This design comes from an exercise in tuning for small area on the open sky130 flow, not from production work.
The RTL was checked by simulation tests, not by an equivalence proof against the original design.

## flow/design.v

```verilog
package demosaic_frame_pkg;
    localparam int FRAME_WIDTH      = 16;    
    localparam int FRAME_HEIGHT     = 10;    
    localparam int MIN_HBLANK       = 4;     
    localparam int MIN_VBLANK_LINES = 3;     
    typedef enum logic [1:0] {
        RGGB = 2'd0,
        GRBG = 2'd1,
        GBRG = 2'd2,
        BGGR = 2'd3
    } bayer_pattern_e;
    localparam bayer_pattern_e BAYER_PATTERN = RGGB;
    localparam int WINDOW_LATENCY = 1;   
    localparam int PIPE_LATENCY   = 5;   
    typedef logic [$clog2(FRAME_HEIGHT + 2)-1:0] row_cnt_t;   
    typedef logic [$clog2(FRAME_WIDTH + 2)-1:0]  col_cnt_t;   
    typedef logic [$clog2(FRAME_WIDTH)-1:0]      col_addr_t;  
endpackage
package demosaic_pixel_pkg;
    localparam int PIX_BITS = 8;
    typedef logic [PIX_BITS-1:0]    pix_t;
    typedef logic [PIX_BITS+1:0]    pix_sum_t;    
    typedef logic [4*PIX_BITS-1:0]  quad_pix_t;   
    typedef logic [25*PIX_BITS-1:0] window_t;     
    typedef enum logic [1:0] {
        SITE_R  = 2'd0,
        SITE_GR = 2'd1,    
        SITE_GB = 2'd2,    
        SITE_B  = 2'd3
    } site_e;
    function automatic logic [PIX_BITS-1:0] quad_pix(input quad_pix_t q, input integer k);
        quad_pix = q[k*PIX_BITS +: PIX_BITS];
    endfunction
    function automatic logic [PIX_BITS-1:0] avg2(input pix_t a, input pix_t b);
        pix_sum_t s;
        s = pix_sum_t'(a) + pix_sum_t'(b);
        avg2 = s[PIX_BITS:1];               
    endfunction
    function automatic logic [PIX_BITS-1:0] avg4(input quad_pix_t q);
        pix_sum_t s;
        s = pix_sum_t'(quad_pix(q, 0)) + pix_sum_t'(quad_pix(q, 1))
          + pix_sum_t'(quad_pix(q, 2)) + pix_sum_t'(quad_pix(q, 3));
        avg4 = s[PIX_BITS+1:2];             
    endfunction
endpackage
`timescale 1ns/1ps
module bayer_window (
    input  logic    pclk,
    input  logic    rst_n,
    input  logic    in_vsync,
    input  logic    in_href,
    input  demosaic_pixel_pkg::pix_t    in_raw,
    output demosaic_pixel_pkg::window_t win,
    output demosaic_pixel_pkg::site_e   win_site,
    output logic    win_valid,
    output logic    win_vsync,
    output logic    win_border,
    output demosaic_pixel_pkg::pix_t    win_raw
);
typedef enum logic [1:0] {ST_WAIT, ST_LINES, ST_FLUSH} state_e;
state_e    state;
demosaic_frame_pkg::row_cnt_t  row_cnt;               
demosaic_frame_pkg::col_cnt_t  col_cnt;               
logic      slot;                  
logic      col_in_line;
logic      line_end;
demosaic_pixel_pkg::pix_t      in_pix;
demosaic_pixel_pkg::pix_t      tap [4];               
demosaic_pixel_pkg::pix_t      new_col [5];
demosaic_pixel_pkg::pix_t      line_mem [4][demosaic_frame_pkg::FRAME_WIDTH];
assign col_in_line = (col_cnt < demosaic_frame_pkg::col_cnt_t'(demosaic_frame_pkg::FRAME_WIDTH));
assign line_end    = (col_cnt == demosaic_frame_pkg::col_cnt_t'(demosaic_frame_pkg::FRAME_WIDTH + 1));
assign in_pix      = in_href ? in_raw : '0;    
assign win_raw     = win[12*demosaic_pixel_pkg::PIX_BITS +: demosaic_pixel_pkg::PIX_BITS];
always_comb begin
    case (state)
        ST_LINES: slot = in_href || !col_in_line;    
        ST_FLUSH: slot = 1'b1;                       
        default:  slot = 1'b0;
    endcase
end
always_ff @(posedge pclk or negedge rst_n) begin
    if (!rst_n) begin
        state   <= ST_WAIT;
        row_cnt <= '0;
        col_cnt <= '0;
    end else if (in_vsync) begin
        state   <= ST_LINES;
        row_cnt <= '0;
        col_cnt <= '0;
    end else if (slot) begin
        if (line_end) begin
            col_cnt <= '0;
            if (row_cnt == demosaic_frame_pkg::row_cnt_t'(demosaic_frame_pkg::FRAME_HEIGHT + 1)) begin
                row_cnt <= '0;
                state   <= ST_WAIT;              
            end else begin
                row_cnt <= row_cnt + 1'b1;
                if (row_cnt == demosaic_frame_pkg::row_cnt_t'(demosaic_frame_pkg::FRAME_HEIGHT - 1))
                    state <= ST_FLUSH;
            end
        end else begin
            col_cnt <= col_cnt + 1'b1;
        end
    end
end
always_comb begin
    for (int i = 0; i < 4; i++)
        tap[i] = col_in_line ? line_mem[i][demosaic_frame_pkg::col_addr_t'(col_cnt)] : '0;
    new_col[0] = tap[3];    
    new_col[1] = tap[2];
    new_col[2] = tap[1];
    new_col[3] = tap[0];
    new_col[4] = in_pix;
end
always_ff @(posedge pclk) begin
    if (slot && col_in_line) begin
        line_mem[0][demosaic_frame_pkg::col_addr_t'(col_cnt)] <= in_pix;
        for (int i = 1; i < 4; i++)
            line_mem[i][demosaic_frame_pkg::col_addr_t'(col_cnt)] <= tap[i-1];    
    end
end
always_ff @(posedge pclk) begin
    if (slot) begin
        for (int r = 0; r < 5; r++) begin
            for (int c = 0; c < 4; c++)
                win[(r*5+c)*demosaic_pixel_pkg::PIX_BITS +: demosaic_pixel_pkg::PIX_BITS] <= win[(r*5+c+1)*demosaic_pixel_pkg::PIX_BITS +: demosaic_pixel_pkg::PIX_BITS];
            win[(r*5+4)*demosaic_pixel_pkg::PIX_BITS +: demosaic_pixel_pkg::PIX_BITS] <= new_col[r];
        end
    end
end
always_ff @(posedge pclk or negedge rst_n) begin
    if (!rst_n) begin
        win_vsync  <= 1'b0;
        win_valid  <= 1'b0;
        win_border <= 1'b0;
        win_site   <= demosaic_pixel_pkg::SITE_R;
    end else begin
        win_vsync <= in_vsync;
        win_valid <= slot && (row_cnt >= 2) && (col_cnt >= 2);
        if (slot) begin
            win_site   <= demosaic_pixel_pkg::site_e'({row_cnt[0], col_cnt[0]} ^ demosaic_frame_pkg::BAYER_PATTERN);
            win_border <= (row_cnt < 4) || (row_cnt >= demosaic_frame_pkg::row_cnt_t'(demosaic_frame_pkg::FRAME_HEIGHT))
                       || (col_cnt < 4) || (col_cnt >= demosaic_frame_pkg::col_cnt_t'(demosaic_frame_pkg::FRAME_WIDTH));
        end
    end
end
endmodule
`timescale 1ns/1ps
module green_interp (
    input  logic      pclk,
    input  logic      rst_n,
    input  demosaic_pixel_pkg::window_t   win,
    input  demosaic_pixel_pkg::site_e     win_site,
    output demosaic_pixel_pkg::pix_t      g_center,
    output demosaic_pixel_pkg::quad_pix_t g_near,
    output demosaic_pixel_pkg::pix_t      rb_center,
    output demosaic_pixel_pkg::quad_pix_t rb_near,
    output demosaic_pixel_pkg::site_e     g_site
);
demosaic_pixel_pkg::pix_t       wp [25];          
logic [4:0] pos [5];          
logic       is_green;
demosaic_pixel_pkg::site_e      s1_site;
demosaic_pixel_pkg::pix_t       s1_dh [5];        
demosaic_pixel_pkg::pix_t       s1_dv [5];        
demosaic_pixel_pkg::pix_t       s1_ah [5];
demosaic_pixel_pkg::pix_t       s1_av [5];
demosaic_pixel_pkg::pix_t       s1_a4 [5];
demosaic_pixel_pkg::pix_t       s1_raw_c;
demosaic_pixel_pkg::quad_pix_t  s1_raw_q;
demosaic_pixel_pkg::pix_t       g_sel [5];
function automatic logic [demosaic_pixel_pkg::PIX_BITS-1:0] abs_diff(input demosaic_pixel_pkg::pix_t a, input demosaic_pixel_pkg::pix_t b);
    abs_diff = (a > b) ? a - b : b - a;
endfunction
assign is_green = (win_site == demosaic_pixel_pkg::SITE_GR) || (win_site == demosaic_pixel_pkg::SITE_GB);
always_comb begin
    for (int i = 0; i < 25; i++)
        wp[i] = win[i*demosaic_pixel_pkg::PIX_BITS +: demosaic_pixel_pkg::PIX_BITS];
    pos[0] = 5'd12;
    if (is_green) begin
        pos[1] = 5'd11;       
        pos[2] = 5'd13;
        pos[3] = 5'd7;
        pos[4] = 5'd17;
    end else begin
        pos[1] = 5'd6;        
        pos[2] = 5'd8;
        pos[3] = 5'd16;
        pos[4] = 5'd18;
    end
end
always_ff @(posedge pclk) begin
    for (int k = 0; k < 5; k++) begin
        s1_dh[k] <= abs_diff(wp[pos[k] - 5'd1], wp[pos[k] + 5'd1]);
        s1_dv[k] <= abs_diff(wp[pos[k] - 5'd5], wp[pos[k] + 5'd5]);
        s1_ah[k] <= demosaic_pixel_pkg::avg2(wp[pos[k] - 5'd1], wp[pos[k] + 5'd1]);
        s1_av[k] <= demosaic_pixel_pkg::avg2(wp[pos[k] - 5'd5], wp[pos[k] + 5'd5]);
        s1_a4[k] <= demosaic_pixel_pkg::avg4({wp[pos[k] + 5'd5], wp[pos[k] - 5'd5],
                          wp[pos[k] + 5'd1], wp[pos[k] - 5'd1]});
    end
    s1_raw_c <= wp[12];
    for (int k = 0; k < 4; k++)
        s1_raw_q[k*demosaic_pixel_pkg::PIX_BITS +: demosaic_pixel_pkg::PIX_BITS] <= wp[pos[k+1]];
end
always_comb begin
    for (int k = 0; k < 5; k++) begin
        if (s1_dh[k] < s1_dv[k])
            g_sel[k] = s1_ah[k];
        else if (s1_dv[k] < s1_dh[k])
            g_sel[k] = s1_av[k];
        else
            g_sel[k] = s1_a4[k];    
    end
end
always_ff @(posedge pclk) begin
    if ((s1_site == demosaic_pixel_pkg::SITE_GR) || (s1_site == demosaic_pixel_pkg::SITE_GB))
        g_center <= s1_raw_c;
    else
        g_center <= g_sel[0];
    for (int k = 0; k < 4; k++)
        g_near[k*demosaic_pixel_pkg::PIX_BITS +: demosaic_pixel_pkg::PIX_BITS] <= g_sel[k+1];
    rb_center <= s1_raw_c;
    rb_near   <= s1_raw_q;
end
always_ff @(posedge pclk or negedge rst_n) begin
    if (!rst_n) begin
        s1_site <= demosaic_pixel_pkg::SITE_R;
        g_site  <= demosaic_pixel_pkg::SITE_R;
    end else begin
        s1_site <= win_site;
        g_site  <= s1_site;
    end
end
endmodule
`timescale 1ns/1ps
module chroma_interp (
    input  logic      pclk,
    input  logic      rst_n,
    input  demosaic_pixel_pkg::pix_t      g_center,
    input  demosaic_pixel_pkg::quad_pix_t g_near,
    input  demosaic_pixel_pkg::pix_t      rb_center,
    input  demosaic_pixel_pkg::quad_pix_t rb_near,
    input  demosaic_pixel_pkg::site_e     g_site,
    output demosaic_pixel_pkg::pix_t      rgb_r,
    output demosaic_pixel_pkg::pix_t      rgb_g,
    output demosaic_pixel_pkg::pix_t      rgb_b
);
demosaic_pixel_pkg::pix_t     c_lr, c_ud, c_q;        
demosaic_pixel_pkg::pix_t     g_lr, g_ud, g_q;        
demosaic_pixel_pkg::pix_sum_t g_ext;
demosaic_pixel_pkg::pix_t     s1_g;
demosaic_pixel_pkg::pix_sum_t s1_r_plus;              
demosaic_pixel_pkg::pix_t     s1_r_minus;             
demosaic_pixel_pkg::pix_sum_t s1_b_plus;
demosaic_pixel_pkg::pix_t     s1_b_minus;
function automatic logic [demosaic_pixel_pkg::PIX_BITS-1:0] clamp_diff(input demosaic_pixel_pkg::pix_sum_t plus, input demosaic_pixel_pkg::pix_t minus);
    demosaic_pixel_pkg::pix_sum_t d;
    d = plus - demosaic_pixel_pkg::pix_sum_t'(minus);
    if (plus < demosaic_pixel_pkg::pix_sum_t'(minus))
        clamp_diff = '0;
    else
        clamp_diff = (|d[demosaic_pixel_pkg::PIX_BITS+1:demosaic_pixel_pkg::PIX_BITS]) ? '1 : d[demosaic_pixel_pkg::PIX_BITS-1:0];
endfunction
always_comb begin
    c_lr  = demosaic_pixel_pkg::avg2(demosaic_pixel_pkg::quad_pix(rb_near, 0), demosaic_pixel_pkg::quad_pix(rb_near, 1));
    c_ud  = demosaic_pixel_pkg::avg2(demosaic_pixel_pkg::quad_pix(rb_near, 2), demosaic_pixel_pkg::quad_pix(rb_near, 3));
    c_q   = demosaic_pixel_pkg::avg4(rb_near);
    g_lr  = demosaic_pixel_pkg::avg2(demosaic_pixel_pkg::quad_pix(g_near, 0), demosaic_pixel_pkg::quad_pix(g_near, 1));
    g_ud  = demosaic_pixel_pkg::avg2(demosaic_pixel_pkg::quad_pix(g_near, 2), demosaic_pixel_pkg::quad_pix(g_near, 3));
    g_q   = demosaic_pixel_pkg::avg4(g_near);
    g_ext = demosaic_pixel_pkg::pix_sum_t'(g_center);
end
always_ff @(posedge pclk) begin
    s1_g <= g_center;
    case (g_site)
        demosaic_pixel_pkg::SITE_R: begin
            s1_r_plus  <= demosaic_pixel_pkg::pix_sum_t'(rb_center);
            s1_r_minus <= '0;
            s1_b_plus  <= g_ext + demosaic_pixel_pkg::pix_sum_t'(c_q);     
            s1_b_minus <= g_q;
        end
        demosaic_pixel_pkg::SITE_B: begin
            s1_r_plus  <= g_ext + demosaic_pixel_pkg::pix_sum_t'(c_q);     
            s1_r_minus <= g_q;
            s1_b_plus  <= demosaic_pixel_pkg::pix_sum_t'(rb_center);
            s1_b_minus <= '0;
        end
        demosaic_pixel_pkg::SITE_GR: begin
            s1_r_plus  <= g_ext + demosaic_pixel_pkg::pix_sum_t'(c_lr);
            s1_r_minus <= g_lr;
            s1_b_plus  <= g_ext + demosaic_pixel_pkg::pix_sum_t'(c_ud);
            s1_b_minus <= g_ud;
        end
        default: begin                                  
            s1_r_plus  <= g_ext + demosaic_pixel_pkg::pix_sum_t'(c_ud);
            s1_r_minus <= g_ud;
            s1_b_plus  <= g_ext + demosaic_pixel_pkg::pix_sum_t'(c_lr);
            s1_b_minus <= g_lr;
        end
    endcase
end
always_ff @(posedge pclk) begin
    rgb_r <= clamp_diff(s1_r_plus, s1_r_minus);
    rgb_g <= s1_g;
    rgb_b <= clamp_diff(s1_b_plus, s1_b_minus);
end
endmodule
`timescale 1ns/1ps
module border_output (
    input  logic pclk,
    input  logic rst_n,
    input  logic win_valid,
    input  logic win_vsync,
    input  logic win_border,
    input  demosaic_pixel_pkg::pix_t win_raw,
    input  demosaic_pixel_pkg::pix_t rgb_r,
    input  demosaic_pixel_pkg::pix_t rgb_g,
    input  demosaic_pixel_pkg::pix_t rgb_b,
    output logic out_href,
    output logic out_vsync,
    output demosaic_pixel_pkg::pix_t out_r,
    output demosaic_pixel_pkg::pix_t out_g,
    output demosaic_pixel_pkg::pix_t out_b
);
logic [demosaic_frame_pkg::PIPE_LATENCY-2:0] valid_sr;     
logic [demosaic_frame_pkg::PIPE_LATENCY-2:0] vsync_sr;
logic [demosaic_frame_pkg::PIPE_LATENCY-2:0] border_sr;
demosaic_pixel_pkg::pix_t                    raw_sr [demosaic_frame_pkg::PIPE_LATENCY-1];
always_ff @(posedge pclk or negedge rst_n) begin
    if (!rst_n) begin
        valid_sr  <= '0;
        vsync_sr  <= '0;
        border_sr <= '0;
    end else begin
        valid_sr  <= {valid_sr[demosaic_frame_pkg::PIPE_LATENCY-3:0], win_valid};
        vsync_sr  <= {vsync_sr[demosaic_frame_pkg::PIPE_LATENCY-3:0], win_vsync};
        border_sr <= {border_sr[demosaic_frame_pkg::PIPE_LATENCY-3:0], win_border};
    end
end
always_ff @(posedge pclk) begin
    raw_sr[0] <= win_raw;
    for (int i = 1; i < demosaic_frame_pkg::PIPE_LATENCY - 1; i++)
        raw_sr[i] <= raw_sr[i-1];
end
always_ff @(posedge pclk or negedge rst_n) begin
    if (!rst_n) begin
        out_href  <= 1'b0;
        out_vsync <= 1'b0;
        out_r     <= '0;
        out_g     <= '0;
        out_b     <= '0;
    end else begin
        out_href  <= valid_sr[demosaic_frame_pkg::PIPE_LATENCY-2];
        out_vsync <= vsync_sr[demosaic_frame_pkg::PIPE_LATENCY-2];
        if (!valid_sr[demosaic_frame_pkg::PIPE_LATENCY-2]) begin
            out_r <= '0;
            out_g <= '0;
            out_b <= '0;
        end else if (border_sr[demosaic_frame_pkg::PIPE_LATENCY-2]) begin
            out_r <= raw_sr[demosaic_frame_pkg::PIPE_LATENCY-2];         
            out_g <= raw_sr[demosaic_frame_pkg::PIPE_LATENCY-2];
            out_b <= raw_sr[demosaic_frame_pkg::PIPE_LATENCY-2];
        end else begin
            out_r <= rgb_r;
            out_g <= rgb_g;
            out_b <= rgb_b;
        end
    end
end
endmodule
`timescale 1ns/1ps
module isp_demosaic (
    input  logic pclk,
    input  logic rst_n,
    input  logic in_vsync,
    input  logic in_href,
    input  demosaic_pixel_pkg::pix_t in_raw,
    output logic out_href,
    output logic out_vsync,
    output demosaic_pixel_pkg::pix_t out_r,
    output demosaic_pixel_pkg::pix_t out_g,
    output demosaic_pixel_pkg::pix_t out_b
);
demosaic_pixel_pkg::window_t   win;
demosaic_pixel_pkg::site_e     win_site;
logic      win_valid;
logic      win_vsync;
logic      win_border;
demosaic_pixel_pkg::pix_t      win_raw;
demosaic_pixel_pkg::pix_t      g_center;
demosaic_pixel_pkg::quad_pix_t g_near;
demosaic_pixel_pkg::pix_t      rb_center;
demosaic_pixel_pkg::quad_pix_t rb_near;
demosaic_pixel_pkg::site_e     g_site;
demosaic_pixel_pkg::pix_t      rgb_r;
demosaic_pixel_pkg::pix_t      rgb_g;
demosaic_pixel_pkg::pix_t      rgb_b;
bayer_window u_window (
    .pclk       (pclk),
    .rst_n      (rst_n),
    .in_vsync   (in_vsync),
    .in_href    (in_href),
    .in_raw     (in_raw),
    .win        (win),
    .win_site   (win_site),
    .win_valid  (win_valid),
    .win_vsync  (win_vsync),
    .win_border (win_border),
    .win_raw    (win_raw)
);
green_interp u_green (
    .pclk      (pclk),
    .rst_n     (rst_n),
    .win       (win),
    .win_site  (win_site),
    .g_center  (g_center),
    .g_near    (g_near),
    .rb_center (rb_center),
    .rb_near   (rb_near),
    .g_site    (g_site)
);
chroma_interp u_chroma (
    .pclk      (pclk),
    .rst_n     (rst_n),
    .g_center  (g_center),
    .g_near    (g_near),
    .rb_center (rb_center),
    .rb_near   (rb_near),
    .g_site    (g_site),
    .rgb_r     (rgb_r),
    .rgb_g     (rgb_g),
    .rgb_b     (rgb_b)
);
border_output u_output (
    .pclk       (pclk),
    .rst_n      (rst_n),
    .win_valid  (win_valid),
    .win_vsync  (win_vsync),
    .win_border (win_border),
    .win_raw    (win_raw),
    .rgb_r      (rgb_r),
    .rgb_g      (rgb_g),
    .rgb_b      (rgb_b),
    .out_href   (out_href),
    .out_vsync  (out_vsync),
    .out_r      (out_r),
    .out_g      (out_g),
    .out_b      (out_b)
);
endmodule
```

## flow/run.sh

```bash
#!/bin/bash
# synth_recipe.tcl (not shown) runs the flow's synth.tcl, then flattens the netlist and writes it again
# the make line also repeats each setting of config.mk as NAME=value (left out here)
make -C /OpenROAD-flow-scripts/flow DESIGN_CONFIG=/design/flow/config.mk WORK_HOME=/design/flow/orfs CLKGATE_MAP_FILE= SYNTH_SCRIPT=/design/flow/synth_recipe.tcl finish
```

## flow/config.mk

```make
export PLATFORM = sky130hd
export DESIGN_NAME = isp_demosaic
export DESIGN_NICKNAME = isp_demosaic
export VERILOG_FILES = /design/flow/design.v
export SDC_FILE = /design/flow/constraint.sdc
export NUM_CORES = 4
export LEC_CHECK = 0
export CAP_MARGIN = 20
export CORE_MARGIN = 2
export CORE_UTILIZATION = 40
export SLEW_MARGIN = 20
```

## flow/constraint.sdc

```tcl
create_clock -name core_clock -period 8.0 [get_ports {pclk}]
set_input_delay 1.6000 -clock core_clock [delete_from_list [all_inputs] [get_ports {pclk}]]
set_output_delay 1.6000 -clock core_clock [all_outputs]
set_load 0.01 [all_outputs]
```

==> flow_metrics.env <==
export IMPL_fillerInstances=12600
export IMPL_rsz0062_at_grt="no"
export IMPL_vias=35400
export IMPL_ys_seq_elements=1156
export IMPL_utilization_pct=45.1
export IMPL_crit_family="compound AO/OA/AOI/OAI gates"
export IMPL_synth_edf_count=696
export IMPL_routed_via_density=5.30
export IMPL_holdBufCountCts=0
export IMPL_crit_buf_inv=1
export IMPL_gr_max_usage_layer="met2"
export IMPL_grt_pass1_wl_mm=225
export IMPL_grtUsageMet2_pct=35.7
export IMPL_grt_max_degree=136
export IMPL_core_sq_mm=0.137
export IMPL_cap_violations=0
export IMPL_grt_ovfl_total=0
export IMPL_final_nets=5293
export IMPL_clock_latency_ns=0.78
export IMPL_syn_area_per_cell_sq_um=11.7
export IMPL_yosys_area_share_adder_pct=12.6
export IMPL_start_util_pct=40.3
export IMPL_synth_compound_area_share_pct=12.0
export IMPL_clk_pin_slew_ns=0.07
export IMPL_place_gp_congestion=0.920
export IMPL_met3_usage_pct=2.95
export IMPL_syn_nets=5237
export IMPL_async_reset_ff_share_pct=5.02
export IMPL_cts_tree="yes"
export IMPL_worstPathCellList="xnor2_2, buf_12, nand2_1, nand2_1, ha_1, a21o_1, a21oi_1, xnor2_1, fa_1, ha_1, and4b_1, a211oi_1, o21ai_0, a211oi_1, o21bai_1, a21oi_1, xnor2_1"
export IMPL_drtPass1Iterations=6
export IMPL_synth_mux_area_fraction_pct=5.01
export IMPL_cp_start_kind="register"
export IMPL_multi_input_area_sq_mm=0.0228
export IMPL_yosysWarnings=15
export IMPL_skew_ns=0.0700
export IMPL_fin_crit_ns=5.10
export IMPL_synth_top_family_by_area="adder cells"
export IMPL_cts_setup_buffers=0
export IMPL_die_h_um=376
export IMPL_hold_path_class="reg2reg"
export IMPL_grt_usage_pct=21.1
export IMPL_cts_root_buf="clkbuf_16"
export IMPL_htreeDepth=3
export IMPL_yosysSeqAreaShare_pct=54.9
export IMPL_synthXorXnorAreaFrac_pct=3.24
export IMPL_ys_flop_type="edfxtp_1"
export IMPL_cts_resized=0
export IMPL_use_met1_pct=27.9
export IMPL_fin_crit_sh_pct=63.7
export IMPL_ant_nets=0
export IMPL_area_delta_synth_final_pct=12.0
export IMPL_first_global_vias=35000
export IMPL_drc=0
export IMPL_clockBufferDepth=3
export IMPL_yosysUniqueCellTypes=95
export IMPL_die_area_sq_mm=0.142
export IMPL_yosys_area_share_simple_pct=7.71
export IMPL_timing_fmax_mhz=196
export IMPL_holdWs_ns=0.322
export IMPL_end_kind="register"
export IMPL_setup_viol=0
export IMPL_synth_cells=4725
export IMPL_drive_gt1_share_pct=8.54
export IMPL_drv_slew=0
export IMPL_core_rowCount=136
export IMPL_path_class="reg2reg"
export IMPL_clkSinkCount=1156
export IMPL_worstPathRequired_ns=8.65
export IMPL_place_area_sq_mm=0.0581
export IMPL_final_cell_area_sq_mm=0.0620
export IMPL_cp_slowest_stage_delay_ns=0.49
export IMPL_run_status="no timing/DRC/antenna violations"
export IMPL_seq_area_sq_mm=0.0304
export IMPL_hpwl_mm=108
export IMPL_die_w_um=376
export IMPL_io_pins=38
export IMPL_totalWireLength_mm=151
export IMPL_grt_antenna_before_repair=6
export IMPL_syn_area_sq_mm=0.0554
export IMPL_worst_slew_pin_slew_ns=1.18
export IMPL_drt_first_iter_violations=2868
export IMPL_cts_buffers=116
export IMPL_wl_per_cell_um=22.7
export IMPL_final_setup_tns_ns=0
export IMPL_cp_data_arrival_time_ns=5.75
export IMPL_critPathMaxFanout=135
export IMPL_slew_headroom_pct=21.1
export IMPL_hold_viol=0
export IMPL_portBuffers=37
export IMPL_cp_slowest_cell="dfrtp_1"
==> flip-flops by register name, summed over array words and instances, names as in the netlist, 9 cells and up <==
| signal | count |
|---|---|
| u_green.s1_raw_q | 32 |
| u_green.s1_ah | 40 |
| u_output.raw_sr | 16 |
| u_window.line_mem | 512 |
| u_green.rb_near | 32 |
| u_green.s1_dv | 40 |
| u_green.s1_av | 40 |
| u_chroma.s1_b_plus | 9 |
| u_chroma.s1_r_plus | 9 |
| u_green.s1_a4 | 40 |
| u_green.s1_dh | 40 |
| u_green.g_near | 32 |
| u_window.win | 184 |
==> metal layers <==
layer / routed length (um) / vias up
met2: 73000 / 1023
met5: 20 / -
met1: 65300 / 17400
li1: - / 16700
met4: 5060 / 2
met3: 7910 / 220
==> path summary, 6_finish.rpt <==
kind                                 startpoint                    end  slack, ns  depth (start not counted)
hold reg to reg            u_green.s1_raw_q[22]    u_green.rb_near[22]       0.32                          0
max in group asynchronous                 rst_n    u_window.col_cnt[1]       6.36                          2
min in group asynchronous                 rst_n  u_output.border_sr[1]       1.02                          2
setup / recovery           u_window.win_site[0]    u_green.s1_a4[3][6]       2.90                         17
setup reg to reg           u_window.win_site[0]    u_green.s1_a4[3][6]       2.90                         17
hold / removal             u_green.s1_raw_q[22]    u_green.rb_near[22]       0.32                          0
==> cell usage in the layout (no fill, tap or decap), types with 13 or more instances in the layout <==
cell,count
fa_1,95
a221oi_1,52
nand2_1,377
clkbuf_1,22
nor3_1,40
mux4_2,27
clkdlybuf4s50_1,36
nand3_1,21
xor2_1,48
o31ai_1,14
clkbuf_16,117
clkinv_2,27
a21boi_0,34
buf_4,67
a21o_1,72
a211oi_1,32
a21oi_1,349
edfxtp_1,696
o21ai_0,203
nand2b_1,64
nor2_1,239
a22o_1,20
o211ai_1,19
xnor2_1,155
nand4_1,17
o22ai_1,15
nor2_4,13
clkinv_1,22
mux2_2,54
and2_1,41
o21bai_1,72
o21a_1,20
dfrtp_1,53
nor2b_1,45
mux2i_1,153
inv_1,477
dfxtp_1,402
a22oi_1,37
ha_1,405
==> per-stage QoR <==
stage / instances / setup WS [ns]
6_report: 6677 / 2.90
5_1_grt: 6676 / 2.43
4_1_cts: 6675 / 2.94
3_5_place_dp: 6456 / 2.98
3_3_place_gp: 6455 / 2.98
2_1_floorplan: 4725 / 1.15
==> logic make-up (layout without fill, tap and decap cells) <==
kind of cell	count (synthesis)	count (layout)
multiplexers	236	236
AO/OA/AOI/OAI	1043	1043
XOR/XNOR	205	205
buffers and inverters	649	806
adder cells (fa/ha/maj)	500	500
flip-flops	1156	1156
other	0	1
AND/OR/NAND/NOR	936	936
==> cell usage after synthesis (95+ instances only) <==
cell	instances	area, sq um
nor2_1	258	968
dfxtp_1	402	8050
edfxtp_1	696	20900
clkbuf_1	98	368
inv_1	478	1790
nand2_1	377	1420
xnor2_1	156	1370
ha_1	405	5070
o21ai_0	205	1030
a21oi_1	349	1750
mux2i_1	153	1530
fa_1	95	1900
==> cell type report <==
cell class	instances	area share, %
tap	1794	3.62
inverter	480	2.92
timing repair buffer	107	1.48
clock inverter	78	1.28
clock buffer	141	4.90
sequential	1156	49.0
antenna	1	0.00403
multi-input combinational	2920	36.8

[static timing again, ports no longer ideal]
How much do the figures lean on ideal ports? The routed layout below was timed once more, with nothing changed but the port constraints.
Step 1 assumes that a clkbuf_16 drives the clock port and a buf_2 every other input.
Step 2 also shifts input and output timing later by t, the mid clock arrival at the registers, as if the neighbouring blocks saw the same clock.
a / b / c = no drivers / after step 1 / after step 2; a / b = the first two.
shift t [ns]: 0.823
setup WS [ns]: 2.901 / 2.901 / 2.901
hold WS [ns]: 0.322 / 0.322 / 0.322
worst setup path at the end: register to register
After both steps this run still meets setup and hold. The setup slack of this run moves by 0.000 ns with the drivers and by 0.000 ns with both steps.
